From an optimization exercise on the open Yosys and OpenROAD flow, aimed at small area and a short achievable clock period; shortcuts taken in it are not production practice. RTL that was checked went through simulation tests only; none was proved equivalent to the original. For run 2, only the layout was checked, not whether the RTL still works. Power is estimated from default activity; no workload was simulated.

==> design.v <==
`default_nettype none
package trace_monitor_pkg;
    typedef enum logic [3:0] {
        TRIG_START_EN   = 4'h0,
        TRIG_END_EN     = 4'h1,
        TRIG_START_ADDR = 4'h2,
        TRIG_END_ADDR   = 4'h3,
        RANGE_LO_EN     = 4'h4,
        RANGE_HI_EN     = 4'h5,
        RANGE_LO        = 4'h6,
        RANGE_HI        = 4'h7
    } ctrl_addr_t;
    localparam int INSTR_WIDTH = 32;
    localparam logic [INSTR_WIDTH-1:0] WFI_INSTRUCTION = 32'h1050_0073;
endpackage
`default_nettype wire
`timescale 1ns/1ns
`default_nettype none
module trace_monitor #(
    parameter int XLEN          = 32,
    parameter int DELTA_WIDTH   = 16,
    parameter int WFI_HOLD      = 8,
    parameter int FIFO_DEPTH    = 8,
    parameter bit WRITE_ON_EDGE = 1'b1
) (
    input  wire logic clk,
    input  wire logic rst_n,
    input  wire logic [XLEN-1:0] pc,
    input  wire logic [31:0] instr,
    input  wire logic en,
    input  wire logic [3:0] ctrl_addr,
    input  wire logic [XLEN-1:0] ctrl_wdata,
    input  wire logic ctrl_write_enable,
    input  wire logic m_tready,
    output logic      m_tvalid,
    output logic [32+DELTA_WIDTH+XLEN-1:0] m_tdata,
    output logic      m_tlast,
    output logic      overflow
);
    localparam int REC_W   = 32 + DELTA_WIDTH + XLEN;
    localparam int MEM_N   = FIFO_DEPTH - 1;           
    localparam int WCNT_W  = $clog2(WFI_HOLD + 1);
    localparam logic [31:0] WFI = trace_monitor_pkg::WFI_INSTRUCTION;
    function automatic logic [1:0] ucmp(input logic [XLEN-1:0] a, input logic [XLEN-1:0] b);
        logic [XLEN-1:0] g, l;
        g = a & ~b;
        l = ~a & b;
        for (int s = 1; s < XLEN; s = s * 2) begin
            for (int i = 0; i + s < XLEN; i = i + 2 * s) begin
                g[i] = g[i+s] | (~l[i+s] & g[i]);
                l[i] = l[i+s] | (~g[i+s] & l[i]);
            end
        end
        ucmp = {g[0], l[0]};
    endfunction
    logic            we_q;
    logic            wr;
    logic            start_en, end_en, lo_en, hi_en;
    logic [XLEN-1:0] start_addr, end_addr, lo_bound, hi_bound;
    logic            start_en_n, end_en_n, lo_en_n, hi_en_n;
    logic [XLEN-1:0] start_addr_n, end_addr_n, lo_bound_n, hi_bound_n;
    logic            wr_lo, wr_hi;
    logic            start_en_w, end_en_w, lo_en_w, hi_en_w;
    assign start_en_w = (wr && ctrl_addr == trace_monitor_pkg::TRIG_START_EN) ? ctrl_wdata[0] : start_en;
    assign end_en_w   = (wr && ctrl_addr == trace_monitor_pkg::TRIG_END_EN)   ? ctrl_wdata[0] : end_en;
    assign lo_en_w    = (wr && ctrl_addr == trace_monitor_pkg::RANGE_LO_EN)   ? ctrl_wdata[0] : lo_en;
    assign hi_en_w    = (wr && ctrl_addr == trace_monitor_pkg::RANGE_HI_EN)   ? ctrl_wdata[0] : hi_en;
    assign wr    = WRITE_ON_EDGE ? (ctrl_write_enable & ~we_q) : ctrl_write_enable;
    assign wr_lo = wr && (ctrl_addr == trace_monitor_pkg::RANGE_LO);
    assign wr_hi = wr && (ctrl_addr == trace_monitor_pkg::RANGE_HI);
    always_comb begin
        start_en_n   = start_en;
        end_en_n     = end_en;
        start_addr_n = start_addr;
        end_addr_n   = end_addr;
        lo_en_n      = lo_en;
        hi_en_n      = hi_en;
        lo_bound_n   = lo_bound;
        hi_bound_n   = hi_bound;
        if (!rst_n) begin
            start_en_n   = 1'b0;
            end_en_n     = 1'b0;
            start_addr_n = '0;
            end_addr_n   = '1;
            lo_en_n      = 1'b0;
            hi_en_n      = 1'b0;
            lo_bound_n   = '0;
            hi_bound_n   = '1;
        end else if (wr) begin
            case (ctrl_addr)
                trace_monitor_pkg::TRIG_START_EN:   start_en_n   = ctrl_wdata[0];
                trace_monitor_pkg::TRIG_END_EN:     end_en_n     = ctrl_wdata[0];
                trace_monitor_pkg::TRIG_START_ADDR: start_addr_n = ctrl_wdata;
                trace_monitor_pkg::TRIG_END_ADDR:   end_addr_n   = ctrl_wdata;
                trace_monitor_pkg::RANGE_LO_EN:     lo_en_n      = ctrl_wdata[0];
                trace_monitor_pkg::RANGE_HI_EN:     hi_en_n      = ctrl_wdata[0];
                trace_monitor_pkg::RANGE_LO:        lo_bound_n   = ctrl_wdata;
                trace_monitor_pkg::RANGE_HI:        hi_bound_n   = ctrl_wdata;
                default: ;
            endcase
        end
    end
    always_ff @(posedge clk) begin
        we_q       <= rst_n & ctrl_write_enable;
        start_en   <= start_en_n;
        end_en     <= end_en_n;
        start_addr <= start_addr_n;
        end_addr   <= end_addr_n;
        lo_en      <= lo_en_n;
        hi_en      <= hi_en_n;
        lo_bound   <= lo_bound_n;
        hi_bound   <= hi_bound_n;
    end
    logic [XLEN-1:0] pc_s0;
    logic [31:0]     instr_s0;
    logic            s0_ok;
    logic            hist_ok_n;           
    logic            hist_is_wfi, hist_is_wfi_n;
    assign hist_ok_n     = rst_n && s0_ok;
    assign hist_is_wfi_n = hist_ok_n && (instr_s0 == WFI);
    always_ff @(posedge clk) begin
        pc_s0       <= pc;
        instr_s0    <= instr;
        s0_ok       <= rst_n;
        hist_is_wfi <= hist_is_wfi_n;
    end
    logic [WCNT_W-1:0] wfi_cnt, wfi_cnt_n;
    always_comb begin
        if (!rst_n || !hist_is_wfi)  wfi_cnt_n = '0;
        else if (wfi_cnt < WFI_HOLD) wfi_cnt_n = wfi_cnt + 1'b1;
        else                         wfi_cnt_n = wfi_cnt;
    end
    always_ff @(posedge clk) wfi_cnt <= wfi_cnt_n;
    logic started, ended, started_n, ended_n;
    logic start_hit, end_hit;
    always_comb begin
        started_n = started;
        ended_n   = ended;
        if (start_hit) begin
            started_n = 1'b1;
            ended_n   = 1'b0;
        end
        if (end_hit) begin
            ended_n   = 1'b1;
            started_n = 1'b0;
        end
        if (!rst_n) begin
            started_n = 1'b0;
            ended_n   = 1'b0;
        end
    end
    always_ff @(posedge clk) begin
        started <= started_n;
        ended   <= ended_n;
    end
    logic [1:0] cmp_lo, cmp_hi, cmp_wd;
    logic       early_n, lo_keep, hi_keep, keep_n;
    logic       trig_hold, trig_end, trig_n, moved_n;
    logic       ok_c, ok_p, ok_w;
    assign cmp_lo = ucmp(pc_s0, lo_bound);
    assign cmp_hi = ucmp(pc_s0, hi_bound);
    assign cmp_wd = ucmp(pc_s0, ctrl_wdata);
    logic wfi_force_n, wfi_stop_n;
    assign wfi_force_n = hist_is_wfi && (wfi_cnt == WCNT_W'(WFI_HOLD - 2));
    assign wfi_stop_n  = hist_is_wfi && (wfi_cnt >= WCNT_W'(WFI_HOLD - 1));
    assign early_n = hist_ok_n && (pc_s0 != '0) && !wfi_stop_n;
    assign lo_keep = !lo_en_w || !cmp_lo[0];
    assign hi_keep = !hi_en_w || !cmp_hi[1];
    assign keep_n  = wr_lo ? hi_keep : (wr_hi ? lo_keep : (lo_keep && hi_keep));
    assign start_hit = start_en && (pc == start_addr);
    assign end_hit   = end_en && (pc == end_addr);
    assign trig_hold = (!start_en_w || started) && (!end_en_w || !ended);
    assign trig_end  = !start_en_w && !end_en_w;
    assign trig_n    = end_hit ? trig_end : (start_hit || trig_hold);
    assign moved_n   = (pc != pc_s0) || wfi_force_n;
    always_ff @(posedge clk) begin
        ok_c    <= early_n && keep_n;
        ok_p    <= trig_n && moved_n;
        ok_w    <= !(wr_lo && lo_en && cmp_wd[0]) && !(wr_hi && hi_en && cmp_wd[1]);
    end
    logic record_write;
    assign record_write = en && ok_c && ok_p && ok_w;
    localparam int LO_W = DELTA_WIDTH / 2;
    logic [DELTA_WIDTH-1:0] cycles, cycles_n, cycles_inc, carry;
    logic                   lo_wrap, sat;    
    assign carry[0]    = 1'b1;
    assign carry[LO_W] = lo_wrap;
    for (genvar i = 1; i < LO_W; i++) begin : g_carry_lo
        assign carry[i] = &cycles[i-1:0];
    end
    for (genvar i = LO_W + 1; i < DELTA_WIDTH; i++) begin : g_carry_hi
        assign carry[i] = lo_wrap && (&cycles[i-1:LO_W]);
    end
    assign cycles_inc = cycles ^ carry;
    always_comb begin
        if (!rst_n)              cycles_n = '0;
        else if (record_write)   cycles_n = {{(DELTA_WIDTH-1){1'b0}}, 1'b1};
        else if (!sat)           cycles_n = cycles_inc;
        else                     cycles_n = cycles;
    end
    always_ff @(posedge clk) begin
        cycles  <= cycles_n;
        lo_wrap <= rst_n && !record_write
                   && (sat || (cycles[LO_W-1:0] == {{(LO_W-1){1'b1}}, 1'b0}));
        sat     <= rst_n && !record_write
                   && (sat || (cycles == {{(DELTA_WIDTH-1){1'b1}}, 1'b0}));
    end
    logic [REC_W-1:0]  head_q;
    logic              valid_q, tlast_q, ovf_q;
    logic [MEM_N-1:0][REC_W-1:0] slot_d;    
    logic [MEM_N-1:0][DELTA_WIDTH-1:0] slot_t;
    logic [MEM_N-1:0]  slot_l;
    logic [MEM_N-1:0]  wr_oh, rd_oh, wr_oh_n, rd_oh_n;
    logic [MEM_N-1:0]  mtherm, mtherm_n;   
    logic              mnz, mfull;
    logic              head_free, to_mem, from_mem;
    logic [REC_W-1:0]  next_data;
    logic              next_last;
    assign mnz       = mtherm[0];
    assign mfull     = mtherm[MEM_N-1];
    assign head_free = !valid_q || m_tready;
    assign from_mem  = head_free && mnz;
    assign to_mem    = record_write && !mfull && (mnz || !head_free);
    always_comb begin
        wr_oh_n  = wr_oh;
        rd_oh_n  = rd_oh;
        mtherm_n = mtherm;
        if (to_mem)   wr_oh_n = {wr_oh[MEM_N-2:0], wr_oh[MEM_N-1]};
        if (from_mem) rd_oh_n = {rd_oh[MEM_N-2:0], rd_oh[MEM_N-1]};
        if (to_mem) begin
            if (!from_mem) mtherm_n = {mtherm[MEM_N-2:0], 1'b1};
        end else begin
            if (from_mem)  mtherm_n = {1'b0, mtherm[MEM_N-1:1]};
        end
        if (!rst_n) begin
            wr_oh_n  = MEM_N'(1);
            rd_oh_n  = MEM_N'(1);
            mtherm_n = '0;
        end
    end
    logic [MEM_N-1:0] slot_we, wr_prev, we_00, we_01, we_10, we_11;
    assign wr_prev = {wr_oh[MEM_N-2:0], wr_oh[MEM_N-1]};    
    always_comb begin
        we_00 = mfull ? '0 : wr_oh;
        we_01 = wr_oh;
        if (mfull)    we_10 = '0;
        else if (mnz) we_10 = mtherm[MEM_N-2] ? '0 : wr_prev;
        else          we_10 = valid_q ? wr_prev : wr_oh;
        we_11 = (mnz && !mfull) ? wr_prev : wr_oh;
        case ({record_write, m_tready})
            2'b00:   slot_we = we_00;
            2'b01:   slot_we = we_01;
            2'b10:   slot_we = we_10;
            default: slot_we = we_11;
        endcase
    end
    always_ff @(posedge clk) begin
        for (int i = 0; i < MEM_N; i++) begin
            if (slot_we[i]) begin
                slot_d[i] <= {instr_s0, {DELTA_WIDTH{1'b0}}, pc_s0};
                slot_l[i] <= (instr_s0 == WFI);
            end
        end
    end
    always_ff @(posedge clk) begin
        for (int i = 0; i < MEM_N; i++) begin
            if (wr_oh[i] && !mfull) slot_t[i] <= cycles;
        end
    end
    always_comb begin
        next_data = '0;
        next_last = 1'b0;
        next_data[XLEN +: DELTA_WIDTH] = mnz ? '0 : cycles;
        for (int i = 0; i < MEM_N; i++) begin
            next_data[XLEN-1:0]            |= {XLEN{rd_oh[i]}} & slot_d[i][XLEN-1:0];
            next_data[REC_W-1:XLEN+DELTA_WIDTH] |= {32{rd_oh[i]}} & slot_d[i][REC_W-1:XLEN+DELTA_WIDTH];
            next_data[XLEN +: DELTA_WIDTH] |= {DELTA_WIDTH{rd_oh[i] && mnz}} & slot_t[i];
            next_last = next_last | (rd_oh[i] && slot_l[i]);
        end
    end
    always_ff @(posedge clk) begin
        if (head_free) head_q <= next_data;
    end
    always_ff @(posedge clk) begin
        wr_oh  <= wr_oh_n;
        rd_oh  <= rd_oh_n;
        mtherm <= mtherm_n;
        if (!rst_n) begin
            valid_q <= 1'b0;
            tlast_q <= 1'b0;
            ovf_q   <= 1'b0;
        end else begin
            valid_q <= (valid_q && !m_tready) || mnz || record_write;
            if (head_free) tlast_q <= next_last && (mnz || record_write);
            if (record_write && mfull) ovf_q <= 1'b1;
        end
    end
    assign m_tvalid = valid_q;
    assign m_tdata  = head_q;
    assign m_tlast  = tlast_q;
    assign overflow = ovf_q;
endmodule
`default_nettype wire
==> flow/run.sh <==
#!/bin/bash
# Layout flow: the standard ORFS flow (standard.sh, which also runs the
# standard synthesis unchanged), with one change: the port buffers that
# buffer_ports inserts are plain buf_1 cells instead of the delay buffer it
# picks by default. The timing repair steps may still resize them.
set -euo pipefail
export BUFFER_PORTS_ARGS="-buffer_cell sky130_fd_sc_hd__buf_1"
bash standard.sh > standard.log 2>&1
==> standard.sh <==
#!/bin/bash
# synth_recipe.tcl (not shown) runs the flow's synth.tcl, then flattens the netlist and writes it again
# the make line also repeats each setting of config.mk as NAME=value (left out here)
make -C /OpenROAD-flow-scripts/flow DESIGN_CONFIG=/design/flow/config.mk WORK_HOME=/design/flow/orfs CLKGATE_MAP_FILE= SYNTH_SCRIPT=/design/flow/synth_recipe.tcl "${@:-finish}"
==> config.mk <==
export PLATFORM = sky130hd
export DESIGN_NAME = trace_monitor
export DESIGN_NICKNAME = trace_monitor
export VERILOG_FILES = /design/flow/design.v
export SDC_FILE = /design/flow/constraint.sdc
export NUM_CORES = 4
export LEC_CHECK = 0
export CAP_MARGIN = 20
export CORE_MARGIN = 2
export CORE_UTILIZATION = 65
export CTS_CLUSTER_DIAMETER = 100
export CTS_CLUSTER_SIZE = 30
export PLACE_DENSITY = 0.75
export SETUP_SLACK_MARGIN = 2.9
export SLEW_MARGIN = 20
export TNS_END_PERCENT = 30
==> constraint.sdc <==
create_clock -name core_clock -period 5.0 [get_ports {clk}]
set_input_delay 1.0000 -clock core_clock [delete_from_list [all_inputs] [get_ports {clk}]]
set_output_delay 1.0000 -clock core_clock [all_outputs]
set_load 0.01 [all_outputs]
==> results.txt, run 1 <==
The flow ran to the end and the layout has no timing, DRC or antenna violations. The largest area contributor in the synthesized netlist is sky130_fd_sc_hd__edfxtp_1. The initial core utilization was 66.1%; the post-synthesis sequential element count was 897. The number of placed instances, taps included, is 3,207. The initial antenna violation count was 0; the count of buffers from port buffering was 187. The logs give 5.26 ns for the data required time at the worst endpoint and 0 for the leftover overflow at the end of global routing. Clock-pin slew was measured on the worst setup and hold paths at 0.11 ns. The number of gates on the worst path with buffers counted was 9. The tools report the total internal power as 0.00969 W.

The sequential cells in the finished layout cover a total of 24,500 µm². In this run the critical register-to-register path is captured at slot_d[410]. The logs give 83 for the number of placement rows and 0 for the antenna violation net count after detailed routing.

The minimum period implied by the final worst setup slack works out to 2.30 ns. Critical path launch point type: a primary input. Slowest cell on the critical path: sky130_fd_sc_hd__a22o_4. The logs give 0.434 GHz for the highest attainable clock frequency and 54.4% for the met2 routing resource usage after global routing. Dividing total power by cell area gives a power density of 319 nW/µm². The maximum number of buffers from clock root to sink is 3, and the cell count after synthesis is 2,447.

The combinational fraction of design power was 4.4%. The routed layout has 22.8k vias. The worst register-to-register path has a setup slack of 2.71 ns. The number of global-route vias before repair was 21.9k; the leakage power was 13.1 nW. The tools report the startpoint of the worst setup timing path as en.

In the finished design, the share of the clock period the worst path needs comes to 46.1%. In this run the mean area of a mapped cell was 13.9 µm². The most frequent cell on the critical path was sky130_fd_sc_hd__buf_6.

Setup repair after global routing could not meet its margin everywhere. CTS built an H-tree with a depth of 2. Capturing element type of the critical path: a flip-flop. The sum of routed wire length over all layers came out at 91,800 µm. The combined area of all synthesized cells is 34,000 µm². The tools report the cell area after layout as 38,600 µm². After detailed routing, the number of vias per cell comes to 6.75. The data arrival at the endpoint of the critical path is 2.56 ns, and the clock group share of total power is 28.9%. Buffers inserted to repair hold after CTS numbered 0.

sky130_fd_sc_hd__edfxtp_1 is the most common cell in the netlist. The critical path in this run is classified as in2reg. The origin of the critical flop-to-flop path was mtherm[6]. The number of optimization iterations in the first detailed-route pass is 9. The tools report the worst setup path endpoint as slot_d[410]. The tools report the sum of negative setup slack as 0 ns.

The tools report the estimated wirelength of the detail-placed design as 49,400 µm. When the netlist entered floorplanning its net count stood at 2,559. In this run the count of I/O pins placed on the die edge is 188. The signal on the critical path passes through buf_6 > nand4_1 > nor2_4 > buf_4 > buf_6 > a21oi_4 > buf_12 > bufbuf_16 > a22o_4. From bottom edge to top edge, the die measures 233 µm.

For this run, asynchronously set or reset flops after synthesis account for 0%. Clock tree synthesis inserted a total of 35 buffers. TritonCTS built the clock tree. The number of synthesis warnings was 1; the number of non-filler instances in the completed layout was 3,379.

The layout has 3,195 filler cells. In this run the power spent charging and discharging nets is 0.00262 W. The final-layout worst hold slack is 0.474 ns, and the number of enable flip-flop cells after synthesis is 647. For the multi-input gate area in the final layout, the log shows 9630 µm². Summing all placed instances gives a cell area of 35,500 µm². The switching power share of the total came out at 21.3%.

The cell depth of the worst flop-to-flop path is 7. Global routing used 4.55% of the available met3 tracks. For the max capacitance violation total, the log shows 0. Across every metal layer, demand over resource in global routing totals 32.8%. Global routing used 43.4% of the available met1 tracks. 0 antenna diodes ended up in the layout.

The max-slew violation count is 0. The insertion delay to the later sink of the worst-skew pair was 0.60 ns; the area growth from synthesis to layout was 13.4%. Routed length per placed instance: 27.2 µm. Across the VDD grid, the largest voltage drop is 256 µV. Among cell families on the critical path, the largest total delay comes from buffers and inverters. The global-route wire length before repair is 132,000 µm. The worst hold path belongs to the class reg2reg. In the post-synthesis netlist, the biggest area contributors are sky130_fd_sc_hd__edfxtp_1 57%, sky130_fd_sc_hd__dfxtp_1 15%, sky130_fd_sc_hd__a22oi_1 3.7%.

The end-of-flow core utilization is 74.9%, and the routability-driven placement congestion ratio is 0.908. The share of synthesized area in the top cell type comes to 57.1%. Counting distinct cell types in the post-synthesis netlist gives 71. The worst slew slack as a fraction of its limit came out at 37.7%. Setup violations remaining at the end of the flow were counted as 0.

For the pin with the worst max-slew slack, the measured transition is 0.933 ns. The fraction of layout instances using a drive strength above 1 is 12.9%. The highest-utilization routing layer at the global route stage was met2. The buffers plus inverters on the worst setup path is 5. The run gives 0.0243 ns as the setup skew after layout.

The logs give 897 for the number of clock sinks and 51,500 µm² for the core area. The cell sitting at the root of the clock tree is a sky130_fd_sc_hd__clkbuf_16. Area of the die: 54,200 µm².

The horizontal extent of the die is 233 µm. The detailed router finished its first iteration with 2,947 violations. Sequential cells burn 66.7% of the power.

The share of the Yosys chip area taken by registers is 71.8%. The largest single stage delay on the critical path is 0.40 ns. The run gives 87 as the pin count of the biggest net entering global routing. The number of hold violations in the final report is 0. The net count of the finished layout is 2,786. Of all nets on the critical path, the largest fanout is 21. The tools report the remaining design rule violation count as 0.

Among all flip-flop cells after synthesis, the most frequent one is sky130_fd_sc_hd__edfxtp_1. In the synthesized netlist, the cells that appear most often are 647 x sky130_fd_sc_hd__edfxtp_1, 274 x sky130_fd_sc_hd__nand2_1, 250 x sky130_fd_sc_hd__dfxtp_1, 167 x sky130_fd_sc_hd__a22oi_1, 128 x sky130_fd_sc_hd__clkbuf_1.
## sequential cells by signal, indices dropped and copies added (netlist names), 4 cells and up
| register | cells |
|---|---|
| head_q | 80 |
| slot_t | 112 |
| slot_d | 448 |
| instr_s0 | 32 |
| cycles | 16 |
| hi_bound | 32 |
| slot_l | 7 |
| pc_s0 | 32 |
| wr_oh | 7 |
| rd_oh | 7 |
| end_addr | 32 |
| lo_bound | 32 |
| mtherm | 7 |
| start_addr | 32 |
| wfi_cnt | 4 |
## worst min path at each step
stage | startpoint | to | cells after the start
after global placement | hi_bound[0] | hi_bound[0] | 2
after detailed placement | lo_bound[0] | lo_bound[0] | 2
after floorplan | hi_bound[0] | hi_bound[0] | 2
final | lo_bound[0] | lo_bound[0] | 2
after CTS | instr[28] | instr_s0[28] | 1
after global routing | instr[28] | instr_s0[28] | 1
## cells by family after synthesis
kind of cell / Yosys count / synth area share [%]
adder cells (fa/ha/maj): 42 / 1.30
buffers and inverters: 198 / 2.19
AND/OR/NAND/NOR: 645 / 9.09
flip-flops: 897 / 71.8
XOR/XNOR: 111 / 2.86
multiplexers: 8 / 0.235
AO/OA/AOI/OAI: 546 / 12.5
## stage by stage
| step | worst slack, ns | power, W |
|---|---|---|
| 6_report | 2.70 | 0.0123 |
| 4_1_cts | 2.70 | 0.0123 |
| 2_1_floorplan | 1.95 | 0.00859 |
| 3_3_place_gp | 1.36 | 0.00882 |
| 5_1_grt | 2.67 | 0.0126 |
| 3_5_place_dp | 1.24 | 0.00884 |
## placed cells by master, fill, tap and decap left out, types with 14 or more instances in the layout
cell	instances
sky130_fd_sc_hd__buf_4	71
sky130_fd_sc_hd__nand2b_1	45
sky130_fd_sc_hd__dfxtp_2	19
sky130_fd_sc_hd__a21boi_0	81
sky130_fd_sc_hd__buf_6	14
sky130_fd_sc_hd__o21ai_0	15
sky130_fd_sc_hd__a41oi_1	17
sky130_fd_sc_hd__nor2_1	51
sky130_fd_sc_hd__nand3_1	108
sky130_fd_sc_hd__o211ai_1	44
sky130_fd_sc_hd__buf_12	25
sky130_fd_sc_hd__dfxtp_4	22
sky130_fd_sc_hd__a31oi_1	16
sky130_fd_sc_hd__clkbuf_1	24
sky130_fd_sc_hd__xnor2_1	24
sky130_fd_sc_hd__a222oi_1	81
sky130_fd_sc_hd__buf_1	149
sky130_fd_sc_hd__a21oi_1	21
sky130_fd_sc_hd__nor4_1	28
sky130_fd_sc_hd__nand4_1	14
sky130_fd_sc_hd__edfxtp_1	647
sky130_fd_sc_hd__clkbuf_2	20
sky130_fd_sc_hd__clkbuf_16	44
sky130_fd_sc_hd__a22oi_1	167
sky130_fd_sc_hd__nand2_1	272
sky130_fd_sc_hd__nor2b_1	51
sky130_fd_sc_hd__inv_1	57
sky130_fd_sc_hd__maj3_1	23
sky130_fd_sc_hd__xor2_1	87
sky130_fd_sc_hd__dfxtp_1	209
sky130_fd_sc_hd__a22o_4	22
## worst reg2reg max path: stages (launching register included)
cell	delay [ns]
sky130_fd_sc_hd__dfxtp_2	0.61
sky130_fd_sc_hd__nor2_4	0.10
sky130_fd_sc_hd__buf_4	0.15
sky130_fd_sc_hd__buf_6	0.11
sky130_fd_sc_hd__a21oi_4	0.15
sky130_fd_sc_hd__buf_12	0.15
sky130_fd_sc_hd__bufbuf_16	0.27
sky130_fd_sc_hd__a22o_4	0.40
## routing by layer
metal | wire length [µm] | part of all wire [%]
met5 | 0 | 0
met4 | 4790 | 5.2
met2 | 44800 | 49
met1 | 33600 | 37
met3 | 8650 | 9.4
## power groups by stage
stage | logic [W] | registers (W) | clock network (W)
detailed placement | 0.000468 | 0.00837 | 0
floorplan | 0.000270 | 0.00832 | 0
global route | 0.000585 | 0.00822 | 0.00380
finish | 0.000545 | 0.00821 | 0.00355
global placement | 0.000454 | 0.00836 | 0
CTS | 0.000498 | 0.00820 | 0.00356
## timing repair
action,4_1_cts,5_1_grt
gates cloned,19,13
setup endpoints to repair,642,649
gates resized for setup,88,163
setup buffers,55,23
pin swaps,14,33
## cell type report
class | instances | area share, %
Inverter | 62 | 0.665
Tap cell | 680 | 2.21
Clock inverter | 1 | 0.00973
Timing Repair Buffer | 307 | 5.91
Multi-Input combinational cell | 1371 | 25.0
Clock buffer | 61 | 2.63
Sequential cell | 897 | 63.6
==> run 2, diff against run 1 <==
--- a/design.v
+++ b/design.v
@@ -156,7 +156,7 @@
     logic [1:0] cmp_lo, cmp_hi, cmp_wd;
     logic       early_n, lo_keep, hi_keep, keep_n;
     logic       trig_hold, trig_end, trig_n, moved_n;
-    logic       ok_c, ok_p, ok_w;
+    logic       ok_c, ok_p, wd_gt_q, wd_lt_q, wr_lo_q, wr_hi_q;
     assign cmp_lo = ucmp(pc_s0, lo_bound);
     assign cmp_hi = ucmp(pc_s0, hi_bound);
     assign cmp_wd = ucmp(pc_s0, ctrl_wdata);
@@ -176,10 +176,13 @@
     always_ff @(posedge clk) begin
         ok_c    <= early_n && keep_n;
         ok_p    <= trig_n && moved_n;
-        ok_w    <= !(wr_lo && lo_en && cmp_wd[0]) && !(wr_hi && hi_en && cmp_wd[1]);
+        wd_gt_q <= cmp_wd[1];
+        wd_lt_q <= cmp_wd[0];
+        wr_lo_q <= wr_lo && lo_en;
+        wr_hi_q <= wr_hi && hi_en;
     end
     logic record_write;
-    assign record_write = en && ok_c && ok_p && ok_w;
+    assign record_write = en && ok_c && ok_p && !(wr_lo_q && wd_lt_q) && !(wr_hi_q && wd_gt_q);
     localparam int LO_W = DELTA_WIDTH / 2;
     logic [DELTA_WIDTH-1:0] cycles, cycles_n, cycles_inc, carry;
     logic                   lo_wrap, sat;    
==> run 2 against run 1 <==
Die area down 0.91%; sequential power is 1% higher; largest cell class unchanged; total power grew 3.1%; still clean; core utilization up 0.38 points; non-clock buffer count is 5 higher; via count down 1.1%; synthesized cell count increased by 0.25%; design area rose by 0.10%; critical path type is now reg2reg; sequential share of layout area grew 0.072 points.
==> results.txt, run 2 <==
Type of the worst min-delay path: reg2reg. The run gives 0 (unchanged) as the number of hold violations in the final report. The detailed-route vias per instance was 6.67 (-1.2%). For the highest attainable clock frequency, the log shows 0.421 GHz (-3.1%). The area growth from synthesis to layout was 14.6%; the number of optimization iterations in the first detailed-route pass was 9 (unchanged). The tools report the number of clock sinks as 900 (+0.33%). The run gives 72.7% (+0.85 points) as the proportion of synthesized chip area in sequential cells. The remaining design rule violation count is 0 (unchanged). The horizontal extent of the die is 232 µm (-0.46%), and the worst slew slack as a fraction of its limit is 40.5% (+2.9 points). In the layout the commonest cells are 647 x sky130_fd_sc_hd__edfxtp_1, 297 x sky130_fd_sc_hd__nand2_1, 218 x sky130_fd_sc_hd__dfxtp_1. STA classifies the critical path startpoint as a flip-flop. The endpoint of the lowest-slack register-to-register path is slot_d[411]. Routed length per placed instance: 27.3 µm (+0.63%). Summed over all instances, the cell type with the most area after synthesis is sky130_fd_sc_hd__edfxtp_1. The area share of the largest cell type after synthesis works out to 57.6% (+0.54 points). The max-slew violation count is 0 (unchanged).

The power per standard cell area is 328 nW/µm² (+3.0%). The insertion delay to the later sink of the worst-skew pair is 0.60 ns (about the same). For the initial core utilization, the log shows 65.7% (-0.35 points). The estimated wirelength of the detail-placed design is 48,000 µm (-2.9%). The flow ran to the end and the layout has no timing, DRC or antenna violations. The number of buffers created by CTS came out at 36 (+2.9%).

The slack of the worst reg-to-reg path is 2.62 ns (-0.09 ns). The library cell used most frequently in the layout, excluding fill and tap cells, is sky130_fd_sc_hd__edfxtp_1. The run gives 2.64 ns (+0.08 ns) as the data arrival at the endpoint of the critical path. Terminating pin of the worst hold path: lo_bound[27].

The average cell area after synthesis is 13.7 µm² (-1.2%), and the core area is 51,300 µm² (-0.40%). The run gives 233 µV (-8.8%) as the largest vdd supply drop. The run gives 2 (unchanged) as the maximum level of the CTS H-tree. The largest register by flop count is slot_d. The post-synthesis sequential element count was 900 (+0.33%); the count of buffers from port buffering was 187 (unchanged). The clock transition at the registers of the reported paths was 0.12 ns (about the same); the end-of-flow core utilization was 75.3% (+0.38 points). The critical path is of the reg2reg type. TritonCTS built the clock tree. Register cell area after layout: 24,600 µm² (+0.21%). The number of enable flip-flop cells after synthesis came out at 647 (unchanged). The number of flip-flops in the largest register was 448 (unchanged); the cell count after synthesis was 2,453 (+0.25%). The period utilization is 47.5% (+1.5 points). The run gives 2 (+2) as the initial antenna violation count. For the maximum number of buffers from clock root to sink, the log shows 3 (unchanged). The post-layout net count came out at 2,785 (-0.036%). For the setup violation total in the final timing report, the log shows 0 (unchanged).

The global-route wire length before repair came out at 130,000 µm (-1.7%). By instance count, the leading cell after synthesis is sky130_fd_sc_hd__edfxtp_1. Most frequently used flop master after synthesis: sky130_fd_sc_hd__edfxtp_1. Pin count of the biggest net entering global routing: 66 (-24%).

The number of top-level pins was 188 (unchanged); the fraction of layout instances using a drive strength above 1 was 11.9% (-1.0 points). The routability-driven placement congestion ratio is 1.01 (+11%), and the area of the die is 53,700 µm² (-0.91%). The fraction of registers with async set/reset is 0% (unchanged). Setup repair after global routing could not meet its margin everywhere. The logs give 0 ns (unchanged) for the sum of negative setup slack and 83 (unchanged) for the number of placement rows. The combined area of all synthesized cells is 33,700 µm² (-0.93%), and the number of filler instances in the final layout is 3,103 (-2.9%). STA classifies the critical path endpoint as a flip-flop. The largest registers in the layout are slot_d x448, slot_t x112, head_q x80. In this run the clock root is driven by a sky130_fd_sc_hd__clkbuf_16. In this run the most critical hold path is launched from lo_bound[27]. Multi-input gate area in the final layout: 8940 µm² (-7.2%). In this run the critical register-to-register path is launched from wd_gt_q. The cell depth of the worst min-delay path was 2 (unchanged); the number of global-route vias before repair was 21.1k (-3.6%). The leftover overflow at the end of global routing was 0 (unchanged); the minimum period implied by the final worst setup slack was 2.38 ns (+0.0743 ns). The number of DRC markers in iteration 0 is 3,275 (+11%). The final-layout worst hold slack was 0.464 ns (-0.00978 ns). For the data required time at the worst endpoint, the log shows 5.26 ns (about the same). The number of synthesis warnings was 1 (unchanged); the setup skew after layout was 0.0204 ns (-0.00393 ns). The critical-path maximum fanout is 32 (+52%), and the synthesized netlist net count is 2,565 (+0.23%). The floorplan die height was 232 µm (-0.46%). The tools report the antenna violation net count after detailed routing as 0 (unchanged). The slew at the pin closest to its max-slew limit is 0.892 ns (-0.0416 ns), and the global-route usage over all layers is 32.5% (-0.23 points). The via count was 22.6k (-1.1%); the cell depth of the worst flop-to-flop path was 7 (unchanged). For the leakage power, the log shows 13.0 nW (-0.54%). The run gives 92,500 µm (+0.68%) as the sum of routed wire length over all layers. The commonest cells after synthesis are 647 x sky130_fd_sc_hd__edfxtp_1, 298 x sky130_fd_sc_hd__nand2_1, 253 x sky130_fd_sc_hd__dfxtp_1, 166 x sky130_fd_sc_hd__a22oi_1, 127 x sky130_fd_sc_hd__nand3_1. The max capacitance violation total was 0 (unchanged). By area the synthesized netlist is led by sky130_fd_sc_hd__edfxtp_1 58%, sky130_fd_sc_hd__dfxtp_1 15%, sky130_fd_sc_hd__a22oi_1 3.7%. The count of different cell masters after synthesis came out at 72 (+1.4%).
==> run 2: cell count changes in the layout (fill, tap and decap cells not counted), sizes merged, moves of 24 or more <==
cell | before | now
xor2 | 87 | 31
a21boi | 82 | 1
xnor2 | 24 | 74
a21oi | 29 | 114
nand2 | 274 | 298
nor2 | 59 | 93
==> run 2: report_power, final <==
part | switching (W) | leakage (nW) | total [W] | internal (W)
Clock | 0.00220 | 0.530 | 0.00370 | 0.00149
Sequential | 0.000164 | 8.25 | 0.00832 | 0.00816
Combinational | 0.000406 | 4.24 | 0.000667 | 0.000261
Total | 0.00277 | 13.0 | 0.0127 | 0.00991
==> run 2: through the flow <==
stage,instance area [µm²],std cells,setup slack (ns),total power [W]
2_1_floorplan,33800,2453,1.63,0.00873
5_1_grt,38600,3380,2.57,0.0130
3_3_place_gp,35200,3224,1.79,0.00897
4_1_cts,37700,3344,2.62,0.0126
3_5_place_dp,35200,3224,1.67,0.00900
6_report,38600,3381,2.62,0.0127
==> run 2: cell families (layout without fill, tap and decap cells) <==
| logic type | after synthesis | after routing | synth area share, % |
|---|---|---|---|
| other | 0 | 1 | 0 |
| XOR/XNOR | 105 | 105 | 2.73 |
| multiplexers | 7 | 7 | 0.208 |
| flip-flops | 900 | 900 | 72.7 |
| AO/OA/AOI/OAI | 521 | 521 | 11.3 |
| buffers and inverters | 190 | 437 | 2.13 |
| adder cells (fa/ha/maj) | 46 | 46 | 1.44 |
| AND/OR/NAND/NOR | 684 | 684 | 9.50 |
==> run 2: layout make-up <==
cell class	instances	area share [%]
sequential	900	63.7
multi-input combinational	1363	23.1
clock inverter	5	0.113
antenna	1	0.00648
tap	680	2.20
clock buffer	60	2.73
timing repair buffer	312	7.53
inverter	60	0.606
==> run 2: worst max path at each step <==
stage	startpoint	endpoint	slack, ns
6_report	wd_gt_q	slot_d[411]	2.62
5_1_grt	wd_gt_q	slot_d[405]	2.57
4_1_cts	pc_s0[18]	ok_c	2.62
3_5_place_dp	ctrl_addr[0]	start_addr[7]	1.67
3_3_place_gp	en	slot_d[55]	1.79
2_1_floorplan	m_tready	mtherm[2]	1.63
==> run 2: worst max-delay path: stages (launching register included) <==
cell and delay [ns]:
sky130_fd_sc_hd__dfxtp_2 0.34, sky130_fd_sc_hd__a22oi_2 0.22, sky130_fd_sc_hd__nand4_1 0.22, sky130_fd_sc_hd__buf_6 0.21
sky130_fd_sc_hd__a21oi_4 0.26, sky130_fd_sc_hd__o22ai_2 0.13, sky130_fd_sc_hd__nor2_4 0.26, sky130_fd_sc_hd__buf_6 0.39
==> run 2: layer usage <==
layer	routed length (µm)	global-route usage, %
met1	33300	44.1
met2	45000	54.4
met3	9710	4.14
met4	4420	12.3
met5	13	0
==> run 2: what timing repair did <==
action | CTS | global route
pin swaps | 12 | 17
hold buffers | 0 | 0
hold endpoints to repair | 0 | 0
setup buffers | 26 | 19
gates resized for setup | 115 | 128
gates cloned | 29 | 17
setup endpoints to repair | 700 | 716

==> afterwards: timing with drivers on the ports <==
The flow's constraints put no driver on any port. The routed layouts listed below were extracted and timed again, unchanged, in two steps.
Step 1 sets driving cells, clkbuf_16 on the clock port and buf_2 on the other inputs (assumed; they add their load-dependent delay and slew).
Step 2 adds t to the input delays and takes it off the output delays; t is the mean of the earliest and latest rising clock arrival at the registers after step 1. Input paths then give back, and output paths get back, about the clock's delay inside the block.
a / b / c = ideal / step 1 / step 2; a / b = the first two.
run | t, ns | setup WS [ns] | clock arrival spread, ns
run 1 | 0.648 | 2.697 / 2.659 / 2.061 | 0.026 / 0.026
run 2 | 0.648 | 2.623 / 2.623 / 2.076 | 0.026 / 0.026
After both steps every run listed still meets setup and hold. For run 1, which loses most, drivers alone change the setup slack by -0.038 ns; drivers and shift together by -0.636 ns.
